Background: an optimization exercise with open tools, aiming at small area, a short achievable clock period and few clock cycles per item. Do not read the settings as production practice. In this exercise RTL edits were held to simulation tests only and were not proved equivalent to the original. Power figures rest on the tool's default switching activity, not on a simulated workload.

// exclusion_process_hop_step_unit
module exclusion_process_hop_step_unit #(
    parameter int SITES     = 64,
    parameter int PARTICLES = 16
) (
    input  wire logic              i_clk,
    input  wire logic              i_rst_n,
    input  wire logic              i_cfg_we,
    input  wire logic              i_cfg_index,
    input  wire logic [RATE_W-1:0] i_cfg_data,
    input  wire logic              i_in_valid,
    output logic                   o_in_stall,
    input  wire logic              i_cmd,
    input  wire logic [PICK_W-1:0] i_pick,
    output logic                   o_out_valid,
    input  wire logic              i_out_stall,
    output logic [MOVER_W-1:0]     o_mover,
    output logic                   o_went_right,
    output logic [LAND_W-1:0]      o_landing_site,
    output logic [SUM_W-1:0]       o_rate_sum,
    output logic                   o_stuck
);
For scale: roughly 5900 cells after synthesis, about 74 I/O pins, roughly 0.042 sq mm of cells after synthesis.
Settings: LEC_CHECK=0, ABC_AREA=1, CAP_MARGIN=20, CORE_MARGIN=2, CORE_UTILIZATION=50, CTS_BUF_LIST=sky130_fd_sc_hd__clkbuf_8, PLACE_DENSITY=0.7, SLEW_MARGIN=20, SYNTH_HIERARCHICAL=1, SYNTH_MINIMUM_KEEP_SIZE=0; clock period 8.0 ns.
run.sh (not shown) runs the stock make flow with config.mk's settings and CLKGATE_MAP_FILE= SYNTH_SCRIPT=/design/flow/synth_recipe.tcl, a recipe that flattens the netlist after the stock synthesis.
Testbench counts at the start, summed over its fixed seeds: cycles 17,867, items 8,982.
Edit:
--- a/flow/config.mk
+++ b/flow/config.mk
@@ -12,4 +12,5 @@
 export CTS_BUF_LIST = sky130_fd_sc_hd__clkbuf_8
 export PLACE_DENSITY = 0.7
+export SETUP_SLACK_MARGIN = 2.8
 export SLEW_MARGIN = 20
 export SYNTH_HIERARCHICAL = 1
Effect: Core utilization rises by 8.0 points; final area went up by 15%; cell count went up by 3.9%.
Edit:
--- a/flow/config.mk
+++ b/flow/config.mk
@@ -12,5 +12,5 @@
 export CTS_BUF_LIST = sky130_fd_sc_hd__clkbuf_8
 export PLACE_DENSITY = 0.7
-export SETUP_SLACK_MARGIN = 2.8
+export SETUP_SLACK_MARGIN = 0.6
 export SLEW_MARGIN = 20
 export SYNTH_HIERARCHICAL = 1
Non-clock buffer count shrinks by 283.
Via count shrinks by 5.6%.
Setup slack degrades by 1.2 ns.
Cell area shrinks by 13%.
Area after synthesis is unchanged.
Edit:
--- a/flow/config.mk
+++ b/flow/config.mk
@@ -9,8 +9,8 @@
 export CAP_MARGIN = 20
 export CORE_MARGIN = 2
-export CORE_UTILIZATION = 50
+export CORE_UTILIZATION = 60
 export CTS_BUF_LIST = sky130_fd_sc_hd__clkbuf_8
-export PLACE_DENSITY = 0.7
-export SETUP_SLACK_MARGIN = 0.6
+export PLACE_DENSITY = 0.75
+export SETUP_SLACK_MARGIN = 2.0
 export SLEW_MARGIN = 20
 export SYNTH_HIERARCHICAL = 1
The changed run completed with no timing, DRC or antenna violations.
Power went up by 14%.
Via count went up by 2.7%.
Final area went up by 4.1%.
First-iteration DRC count went up by 9.1%.
Worst setup slack gains 1.0 ns.
Die area went down by 16%.
Cell count went down by 0.91%.
Sequential power went down by about 2%.
Non-clock buffer count went up by 79.
Count of clock-buffer cells in the layout went down by 4.
Area after synthesis is unchanged.
Edit:
--- a/flow/config.mk
+++ b/flow/config.mk
@@ -9,8 +9,8 @@
 export CAP_MARGIN = 20
 export CORE_MARGIN = 2
-export CORE_UTILIZATION = 60
+export CORE_UTILIZATION = 50
 export CTS_BUF_LIST = sky130_fd_sc_hd__clkbuf_8
-export PLACE_DENSITY = 0.75
-export SETUP_SLACK_MARGIN = 2.0
+export PLACE_DENSITY = 0.7
+export SETUP_SLACK_MARGIN = 2.2
 export SLEW_MARGIN = 20
 export SYNTH_HIERARCHICAL = 1
=>
- maximum frequency rose by 3.1%
- wire length goes up by 2.8%
- design area went up by about 2.7%
- hold slack gets better by 0.0077 ns
- setup slack improved by 0.18 ns
- final cell count rose by 2.7%
- via count stays flat
- sequential power went up by about 3%
Edit:
--- a/flow/config.mk
+++ b/flow/config.mk
@@ -9,8 +9,6 @@
 export CAP_MARGIN = 20
 export CORE_MARGIN = 2
-export CORE_UTILIZATION = 50
-export CTS_BUF_LIST = sky130_fd_sc_hd__clkbuf_8
-export PLACE_DENSITY = 0.7
-export SETUP_SLACK_MARGIN = 2.2
+export CORE_UTILIZATION = 40
+export PLACE_DENSITY = 0.6
 export SLEW_MARGIN = 20
 export SYNTH_HIERARCHICAL = 1
The changed run finished clean.
Global-route usage went down by 6.0 points.
Via count went down by 3.3%.
Setup slack got worse by 1.2 ns.
Wire length went up by about 2.1%.
Final area went down by about 5.4%.
Combinational power went down by about 22%.
Worst hold slack improved by 0.013 ns.
Area after synthesis is unchanged.
Clock-buffer cell count went down by 18.
Final cell count went up by about 2.3%.

[port drivers added, routing unchanged]
In the flow no input, the clock included, has a driving cell. The finished layouts below were timed again as built, in two steps. Step 1, drivers: a clkbuf_16 drives i_clk and a buf_2 each remaining input, both assumed. Step 2 also shifts input and output timing later by t, the mid clock arrival at the registers, as if the neighbouring blocks saw the same clock. Three values: no drivers, after step 1, after step 2; two values: the first two.
run	t (ns)	slack for setup (ns)	hold WS [ns]	worst setup path at the end
the first run	0.768	0.954 / 0.954 / 0.954	0.483 / 0.483 / 0.483	register to register
the second run	0.741	2.116 / 2.116 / 2.116	0.486 / 0.486 / 0.486	register to register
the third run	0.768	0.954 / 0.954 / 0.954	0.483 / 0.483 / 0.483	register to register
the fourth run	0.740	1.956 / 1.956 / 1.830	0.466 / 0.466 / 0.466	input to register
the fifth run	0.765	2.140 / 2.140 / 2.122	0.474 / 0.474 / 0.474	input to register
the sixth run	0.683	0.966 / 0.966 / 0.966	0.487 / 0.487 / 0.487	register to register
After both steps setup and hold are still met in every run listed. For the fourth run, which loses most, drivers alone change the setup slack by 0.000 ns; drivers and shift together by -0.126 ns.
